This design comes from an exercise in tuning for small area on the open sky130 flow, not from production work.
Function was checked by simulation only, so behaviour that the tests miss may differ from the original.
Power and IR drop assume default switching activity.

Design stat_counter_bank, start of the top module:
module stat_counter_bank
#(
  parameter int NUM_STATS = 28,
  parameter int COUNTER_W = stat_counter_types::STAT_COUNTER_DEFAULT_W,
  parameter int INC_W     = stat_counter_types::STAT_INC_DEFAULT_W,
  parameter bit SATURATE  = 1'b0
) (
  input  logic                         clk,
  input  logic                         rst,
  input  logic [NUM_STATS*INC_W-1:0]   inc_amount,
  input  logic [NUM_STATS-1:0]         enable_mask,
  input  logic                         freeze,
  input  logic                         clear,
  input  logic                         snapshot_req,
  output logic                         snapshot_valid,
  input  logic                         rd_req,
  input  logic [$clog2(NUM_STATS)-1:0] rd_idx,
  output logic                         rd_valid,
  output logic [COUNTER_W-1:0]         rd_data,
  output logic                         rd_overflow,
  output logic                         rd_err
);
For scale: about 4200 cells after synthesis, roughly 39000 um^2 of cells after synthesis.
clock: 3.0 ns
lec_check: 0
abc_area: 1
cap_margin: 20
core_margin: 2
core_utilization: 40
slew_margin: 20
run.sh (not shown) runs the stock make flow with config.mk's settings and CLKGATE_MAP_FILE= SYNTH_SCRIPT=/design/flow/synth_recipe.tcl, a recipe that flattens the netlist after the stock synthesis.
The starting point went through all stages and came out clean.
Change:
==> flow/flow/run.sh (new file) <==
#!/bin/bash
# Own layout flow: the standard synthesis, then the combinational logic is
# mapped again with a stronger area-oriented ABC script (registers, their names
# and cell types stay as the standard synthesis made them), then the standard flow's
# standard layout from that netlist.
set -euo pipefail
WORK=$(pwd)
FLOWDIR=$WORK/flow
R=$WORK/orfs/results/${FLOW_PLATFORM:-sky130hd}/stat_counter_bank/base
LIB=$FLOW_HOME/platforms/sky130hd/lib/sky130_fd_sc_hd__tt_025C_1v80.lib
YOSYS=yosys
if [[ -x $FLOW_HOME/../tools/install/yosys/bin/yosys ]]; then
  YOSYS=$FLOW_HOME/../tools/install/yosys/bin/yosys
fi

bash standard.sh synth > $WORK/log_1_standard_synth.log 2>&1

cp $R/1_2_yosys.v $WORK/standard_synth.v
DONT_USE=""
for c in $(grep -o 'cell *( *"\?sky130_fd_sc_hd__\(lpflow\|probe\)[a-z_0-9]*' $LIB | sed 's/.*(\s*"\?//'); do
  DONT_USE="$DONT_USE -dont_use $c"
done
cat > $WORK/remap.ys <<EOY
read_liberty -ignore_miss_func $LIB
read_verilog $WORK/standard_synth.v
hierarchy -top $FLOW_TOP
setattr -mod -set keep_hierarchy 1 sky130_fd_sc_hd__*df* sky130_fd_sc_hd__conb_1
flatten
opt_clean -purge
abc -script $FLOWDIR/abc_area.script -liberty $LIB $DONT_USE -D 3000
opt_clean -purge
setattr -mod -set blackbox 1 sky130_fd_sc_hd__*
splitnets
opt_clean -purge
hilomap -singleton -hicell sky130_fd_sc_hd__conb_1 HI -locell sky130_fd_sc_hd__conb_1 LO
insbuf -buf sky130_fd_sc_hd__buf_4 A X
stat -liberty $LIB
write_verilog -noexpr -noattr -nohex -nodec $WORK/remapped.v
EOY
cat > $WORK/remap_check.ys <<EOY
read_liberty -lib $LIB
read_verilog $WORK/remapped.v
hierarchy -top $FLOW_TOP
check -assert
design -reset
read_liberty -ignore_miss_func $LIB
read_verilog $WORK/standard_synth.v
rename $FLOW_TOP gold
read_verilog $WORK/remapped.v
rename $FLOW_TOP gate
flatten gold gate
opt_clean
async2sync
equiv_make gold gate eq
hierarchy -top eq
equiv_simple
equiv_induct
equiv_status -assert
EOY
# The remapped netlist is used only if it is clean and proven equivalent to
# the standard synthesis; otherwise the standard netlist is laid out.
if $YOSYS -s $WORK/remap.ys > $WORK/log_2_remap.log 2>&1 &&
   $YOSYS -s $WORK/remap_check.ys > $WORK/log_2_remap_check.log 2>&1; then
  echo "remap: using the remapped netlist"
  cp $WORK/remapped.v $R/1_2_yosys.v
else
  echo "remap: failed, using the standard netlist"
fi
rm -f $R/1_synth.odb $R/1_synth.sdc

bash standard.sh finish > $WORK/log_3_layout.log 2>&1
==> flow/flow/abc_area.script (new file) <==
strash
&get -n
&fraig -x
&put
scorr
dc2
dretime
strash
&get -n
&dch -f
&nf -R 1000
&put
topo
stime -c
==> flow/standard.sh (new file) <==
#!/bin/bash
# synth_recipe.tcl (not shown) runs the flow's synth.tcl, then flattens the netlist and writes it again
# the make line also repeats each setting of config.mk as NAME=value (left out here)
make -C /OpenROAD-flow-scripts/flow DESIGN_CONFIG=/design/flow/config.mk WORK_HOME=/design/flow/orfs CLKGATE_MAP_FILE= SYNTH_SCRIPT=/design/flow/synth_recipe.tcl "${@:-finish}"
removed: flow/run.sh
Result: The new run finished clean; synthesized area is lower by 12%; wire length went down by 23%; worst setup slack is worse by 360 ps; die area shrinks by about 12%; sequential power is about the same; via count fell by 18%; fmax falls by about 12%; cell area fell by about 9%; synthesized cell count drops by 34%.
Change:
--- a/flow/flow/run.sh
+++ b/flow/flow/run.sh
@@ -70,0 +71,2 @@
+# Layout knobs for the steps after synthesis (see flow/knobs.sh).
+source $FLOWDIR/knobs.sh
==> flow/flow/knobs.sh (new file) <==
# Port buffers: a small buffer (every port still gets one).
export BUFFER_PORTS_ARGS="-buffer_cell sky130_fd_sc_hd__buf_2"
# Clock tree: strong root and trunk, medium leaf buffers in clusters of up to
# 14 sinks, no dummy loads.
export CTS_ARGS="-sink_clustering_enable -repair_clock_nets -dont_use_dummy_load -root_buf sky130_fd_sc_hd__clkbuf_16 -buf_list sky130_fd_sc_hd__clkbuf_16 -sink_clustering_buffer sky130_fd_sc_hd__clkbuf_8 -sink_clustering_size 14 -sink_clustering_max_diameter 40"
--- a/flow/config.mk
+++ b/flow/config.mk
@@ -11 +11,4 @@
-export CORE_UTILIZATION = 40
+export CORE_UTILIZATION = 60
+export GPL_TIMING_DRIVEN = 0
+export PLACE_DENSITY = 0.7
+export SETUP_SLACK_MARGIN = 0.08
What happened: Sequential cell count does not change. Final cell count decreases by 16%. Routed wire length decreases by 11%. Clock power decreases by 35%. Worst hold slack got worse by 16 ps. Area after synthesis does not change. Via count decreases by 3.3%. Total power decreases by 16%. Setup slack improved by 110 ps. Non-clock buffer count decreases by 252. Maximum frequency increases by 3.8%.
Change:
==> flow/flow/knobs.sh (replaced) <==
# Port buffers: a small buffer (every port still gets one).
export BUFFER_PORTS_ARGS="-buffer_cell sky130_fd_sc_hd__buf_1"
# Clock tree: strong root, medium trunk and leaf buffers in clusters of up to
# 16 sinks, no dummy loads.
export CTS_ARGS="-sink_clustering_enable -repair_clock_nets -dont_use_dummy_load -root_buf sky130_fd_sc_hd__clkbuf_16 -buf_list sky130_fd_sc_hd__clkbuf_8 -sink_clustering_buffer sky130_fd_sc_hd__clkbuf_4 -sink_clustering_size 10 -sink_clustering_max_diameter 40"
# Downsize gates off the critical paths after global routing.
export RECOVER_POWER=100
--- a/flow/config.mk
+++ b/flow/config.mk
@@ -9 +9 @@
-export CAP_MARGIN = 20
+export CAP_MARGIN = 5
@@ -11 +11 @@
-export CORE_UTILIZATION = 60
+export CORE_UTILIZATION = 75
@@ -13,3 +13,3 @@
-export PLACE_DENSITY = 0.7
-export SETUP_SLACK_MARGIN = 0.08
-export SLEW_MARGIN = 20
+export PLACE_DENSITY = 0.85
+export SETUP_SLACK_MARGIN = 0.05
+export SLEW_MARGIN = 5
Result: With this change the flow finished but fails on max-capacitance violations, max-slew violations; critical path depth came out higher by 5; register-to-register slack got worse by 20 ps; design area went down by 3.0%; routed wire length is about the same; worst setup slack is worse by 55 ps; via count increases by 4.0%.
Change:
==> flow/flow/knobs.sh (replaced) <==
# Port buffers: a small buffer (every port still gets one).
export BUFFER_PORTS_ARGS="-buffer_cell sky130_fd_sc_hd__buf_1"
# Clock tree: strong root, medium trunk and leaf buffers in clusters of up to
# 16 sinks, no dummy loads.
export CTS_ARGS="-sink_clustering_enable -repair_clock_nets -dont_use_dummy_load -root_buf sky130_fd_sc_hd__clkbuf_16 -buf_list sky130_fd_sc_hd__clkbuf_4 -sink_clustering_buffer sky130_fd_sc_hd__clkbuf_4 -sink_clustering_size 10 -sink_clustering_max_diameter 40"
--- a/flow/config.mk
+++ b/flow/config.mk
@@ -11 +11 @@
-export CORE_UTILIZATION = 75
+export CORE_UTILIZATION = 70
@@ -13 +13 @@
-export PLACE_DENSITY = 0.85
+export PLACE_DENSITY = 0.8
Effect: The changed run passed the timing, design-rule and antenna checks; cell count rises slightly; clock power rises slightly; sequential power is about the same; worst setup slack degrades by 13 ps; final area rises slightly; clock skew is about the same.

========
v53:
Starting RTL as in the previous note.
clock: 3.0 ns
lec_check: 0
abc_area: 1
cap_margin: 20
core_margin: 2
core_utilization: 60
gpl_timing_driven: 0
place_density: 0.7
setup_slack_margin: 0.08
slew_margin: 20
standard.sh (not shown) runs the stock make flow with config.mk's settings and CLKGATE_MAP_FILE= SYNTH_SCRIPT=/design/flow/synth_recipe.tcl, a recipe that flattens the netlist after the stock synthesis.
==> flow/flow/run.sh <==
#!/bin/bash
# Own layout flow: the standard synthesis, then the combinational logic is
# mapped again with a stronger area-oriented ABC script (registers, their names
# and cell types stay as the standard synthesis made them), then the standard flow's
# standard layout from that netlist.
set -euo pipefail
WORK=$(pwd)
FLOWDIR=$WORK/flow
R=$WORK/orfs/results/${FLOW_PLATFORM:-sky130hd}/stat_counter_bank/base
LIB=$FLOW_HOME/platforms/sky130hd/lib/sky130_fd_sc_hd__tt_025C_1v80.lib
YOSYS=yosys
if [[ -x $FLOW_HOME/../tools/install/yosys/bin/yosys ]]; then
  YOSYS=$FLOW_HOME/../tools/install/yosys/bin/yosys
fi

bash standard.sh synth > $WORK/log_1_standard_synth.log 2>&1

cp $R/1_2_yosys.v $WORK/standard_synth.v
DONT_USE=""
for c in $(grep -o 'cell *( *"\?sky130_fd_sc_hd__\(lpflow\|probe\)[a-z_0-9]*' $LIB | sed 's/.*(\s*"\?//'); do
  DONT_USE="$DONT_USE -dont_use $c"
done
cat > $WORK/remap.ys <<EOY
read_liberty -ignore_miss_func $LIB
read_verilog $WORK/standard_synth.v
hierarchy -top $FLOW_TOP
setattr -mod -set keep_hierarchy 1 sky130_fd_sc_hd__*df* sky130_fd_sc_hd__conb_1
flatten
opt_clean -purge
abc -script $FLOWDIR/abc_area.script -liberty $LIB $DONT_USE -D 3000
opt_clean -purge
setattr -mod -set blackbox 1 sky130_fd_sc_hd__*
splitnets
opt_clean -purge
hilomap -singleton -hicell sky130_fd_sc_hd__conb_1 HI -locell sky130_fd_sc_hd__conb_1 LO
insbuf -buf sky130_fd_sc_hd__buf_4 A X
stat -liberty $LIB
write_verilog -noexpr -noattr -nohex -nodec $WORK/remapped.v
EOY
cat > $WORK/remap_check.ys <<EOY
read_liberty -lib $LIB
read_verilog $WORK/remapped.v
hierarchy -top $FLOW_TOP
check -assert
design -reset
read_liberty -ignore_miss_func $LIB
read_verilog $WORK/standard_synth.v
rename $FLOW_TOP gold
read_verilog $WORK/remapped.v
rename $FLOW_TOP gate
flatten gold gate
opt_clean
async2sync
equiv_make gold gate eq
hierarchy -top eq
equiv_simple
equiv_induct
equiv_status -assert
EOY
# The remapped netlist is used only if it is clean and proven equivalent to
# the standard synthesis; otherwise the standard netlist is laid out.
if $YOSYS -s $WORK/remap.ys > $WORK/log_2_remap.log 2>&1 &&
   $YOSYS -s $WORK/remap_check.ys > $WORK/log_2_remap_check.log 2>&1; then
  echo "remap: using the remapped netlist"
  cp $WORK/remapped.v $R/1_2_yosys.v
else
  echo "remap: failed, using the standard netlist"
fi
rm -f $R/1_synth.odb $R/1_synth.sdc

# Layout knobs for the steps after synthesis (see flow/knobs.sh).
source $FLOWDIR/knobs.sh
bash standard.sh finish > $WORK/log_3_layout.log 2>&1
==> flow/flow/knobs.sh <==
# Port buffers: a small buffer (every port still gets one).
export BUFFER_PORTS_ARGS="-buffer_cell sky130_fd_sc_hd__buf_2"
# Clock tree: strong buffers in clusters of up to 24 sinks, no dummy loads.
export CTS_ARGS="-sink_clustering_enable -repair_clock_nets -dont_use_dummy_load -root_buf sky130_fd_sc_hd__clkbuf_16 -buf_list sky130_fd_sc_hd__clkbuf_16 -sink_clustering_buffer sky130_fd_sc_hd__clkbuf_16 -sink_clustering_size 24 -sink_clustering_max_diameter 50"
Other scripts of this flow, unchanged in this note and not shown: flow/flow/abc_area.script
The final layout from v53, which completed every stage, passed the timing, design-rule and antenna checks at the end of the flow.
Relative to v53, the following input files were edited for v14:
- changing CAP_MARGIN from 20 to 5
- changing SETUP_SLACK_MARGIN from 0.08 to 0.05
- changing SLEW_MARGIN from 20 to 5
==> flow/flow/knobs.sh <==
# Port buffers: a small buffer (every port still gets one).
export BUFFER_PORTS_ARGS="-buffer_cell sky130_fd_sc_hd__buf_1"
# Clock tree: strong root, medium trunk and leaf buffers in clusters of up to
# 16 sinks, no dummy loads.
export CTS_ARGS="-sink_clustering_enable -repair_clock_nets -dont_use_dummy_load -root_buf sky130_fd_sc_hd__clkbuf_16 -buf_list sky130_fd_sc_hd__clkbuf_8 -sink_clustering_buffer sky130_fd_sc_hd__clkbuf_4 -sink_clustering_size 10 -sink_clustering_max_diameter 40"
==> comparison <==
- Although it ran to completion, v14 produced a layout that fails the final checks because of capacitance limit, slew limit.
- v53 finished end to end and its layout was clean on timing, DRC and antenna.
- Higher ratio of final minimum period to clock period among v53 and v14: v53
- Max global-route met1 utilization across v53 and v14: v53
- [compare] base=v53 new=v14: static leakage down about 3.7%; number of H-tree branching levels saw an increase.
- For v14, the capturing instance or port of the critical path was rd_data[9]$_DFF_P_, unlike v53, where it was rd_data[0]$_DFF_P_.
- In the flow results for v53 and v14, the final design utilization is larger on v53.
- When v14 is measured against v53, its tightest slew margin relative to the limit turns out 30 points lower.
- Number of cells traversed by the worst register-to-register path: v14 < v53
Edits applied to the flow inputs when going from v14 to v46:
- CORE_UTILIZATION changed from 60 to 75
- PLACE_DENSITY changed from 0.7 to 0.85
--- outcome ---
Apart from v14, each of v14 and v46 ends the flow with a layout that passes the timing, design-rule and antenna checks.
Between v46 and v14, the number of I/O pins figures differ only marginally.
Taking v14 as the reference, in v46 met3 global-route usage now sits higher, switching power now sits lower, net switching fraction of the power now sits lower.
Modified inputs, v13 compared to v46
- swapping 75 for 70 in CORE_UTILIZATION
- swapping 0.85 for 0.8 in PLACE_DENSITY
==> run notes <==
Diff v46 -> v13: area fraction of clock buffers and clock inverters ~0 delta, critical path depth -6, number of antenna violations at the first check in global routing +1, global-route usage -2.7 points, clock share of power +0.3 points. met4 as the highest metal layer with signal wires was reported by v46, and met5 by v13.

========
Starting RTL as in the previous note.
Settings: LEC_CHECK=0, ABC_AREA=1, CAP_MARGIN=5, CORE_MARGIN=2, CORE_UTILIZATION=70, GPL_TIMING_DRIVEN=0, PLACE_DENSITY=0.8, SETUP_SLACK_MARGIN=0.02, SLEW_MARGIN=5; clock period 3.0 ns.
==> flow/flow/abc_area.script <==
strash
&get -n
&fraig -x
&put
scorr
dc2
dretime
strash
&get -n
&dch -f
&nf -R 1000
&put
topo
stime -c
==> flow/flow/knobs.sh <==
# Port buffers: a small buffer (every port still gets one).
export BUFFER_PORTS_ARGS="-buffer_cell sky130_fd_sc_hd__buf_1"
# Clock tree: strong root, medium trunk and leaf buffers in clusters of up to
# 16 sinks, no dummy loads.
export CTS_ARGS="-sink_clustering_enable -repair_clock_nets -dont_use_dummy_load -root_buf sky130_fd_sc_hd__clkbuf_16 -buf_list sky130_fd_sc_hd__clkbuf_8 -sink_clustering_buffer sky130_fd_sc_hd__clkbuf_4 -sink_clustering_size 10 -sink_clustering_max_diameter 40"
Scripts as last shown in full above: flow/flow/run.sh
The first run completed without violations.
==> next run, changes <==
==> flow/flow/knobs.sh (replaced) <==
# Port buffers: a small buffer (every port still gets one).
export BUFFER_PORTS_ARGS="-buffer_cell sky130_fd_sc_hd__buf_2"
# Clock tree: strong root, medium trunk and leaf buffers in clusters of up to
# 16 sinks, no dummy loads.
export CTS_ARGS="-sink_clustering_enable -repair_clock_nets -dont_use_dummy_load -root_buf sky130_fd_sc_hd__clkbuf_16 -buf_list sky130_fd_sc_hd__clkbuf_8 -sink_clustering_buffer sky130_fd_sc_hd__clkbuf_8 -sink_clustering_size 16 -sink_clustering_max_diameter 40"
--- a/flow/config.mk
+++ b/flow/config.mk
@@ -9 +9 @@
-export CAP_MARGIN = 5
+export CAP_MARGIN = 20
@@ -11 +11 @@
-export CORE_UTILIZATION = 70
+export CORE_UTILIZATION = 60
@@ -13,3 +13,3 @@
-export PLACE_DENSITY = 0.8
-export SETUP_SLACK_MARGIN = 0.02
-export SLEW_MARGIN = 5
+export PLACE_DENSITY = 0.7
+export SETUP_SLACK_MARGIN = 0.04
+export SLEW_MARGIN = 20
Cell count went up by 3.8%.
Via count drops by 1.7%.
Count of clock-buffer cells in the layout came out lower by 2.
Total power increases by 8.3%.
Area after synthesis does not change.
Design area came out higher by 2.7%.

-- re-timing with driven ports --
The results above use ideal ports. As a check the final layouts listed here were re-extracted and re-timed, cells and wires unchanged. Step 1 assumes that a clkbuf_16 drives the clock port and a buf_2 every other input. Step 2 adds t to the input delays and takes it off the output delays; t is the mean of the earliest and latest rising clock arrival at the registers after step 1. Input paths then give back, and output paths get back, about the clock's delay inside the block. Slacks: ideal ports / drivers / drivers and shift; pairs: ideal ports / drivers.
run	t (ns)	setup slack, ns	clock arrival spread, ns	worst register clock-pin slew, ns	worst slew at a driven data input, ns
the first run of note 1	0.759	0.422 / 0.467 / -0.284	0.028 / 0.028	0.07 / 0.07	0.06
the second run of note 1	0.698	0.062 / 0.104 / -0.594	0.022 / 0.021	0.07 / 0.07	0.06
the third run of note 1	0.666	0.170 / 0.069 / -0.597	0.046 / 0.047	0.09 / 0.09	0.17
the fourth run of note 1	0.664	0.115 / 0.032 / -0.633	0.047 / 0.047	0.11 / 0.11	0.17
the fifth run of note 1	0.655	0.102 / 0.044 / -0.611	0.066 / 0.066	0.11 / 0.11	0.17
v53	0.664	0.131 / 0.058 / -0.606	0.070 / 0.070	0.09 / 0.09	0.18
v14	0.711	0.138 / 0.067 / -0.644	0.054 / 0.054	0.11 / 0.11	0.17
v46	0.665	0.109 / -0.008 / -0.673	0.056 / 0.056	0.11 / 0.11	0.19
v13	0.655	0.102 / 0.044 / -0.611	0.066 / 0.066	0.11 / 0.11	0.17
the first run of note 3	0.649	0.114 / 0.003 / -0.647	0.058 / 0.057	0.11 / 0.11	0.17
the second run of note 3	0.670	0.083 / 0.022 / -0.648	0.064 / 0.064	0.10 / 0.10	0.17
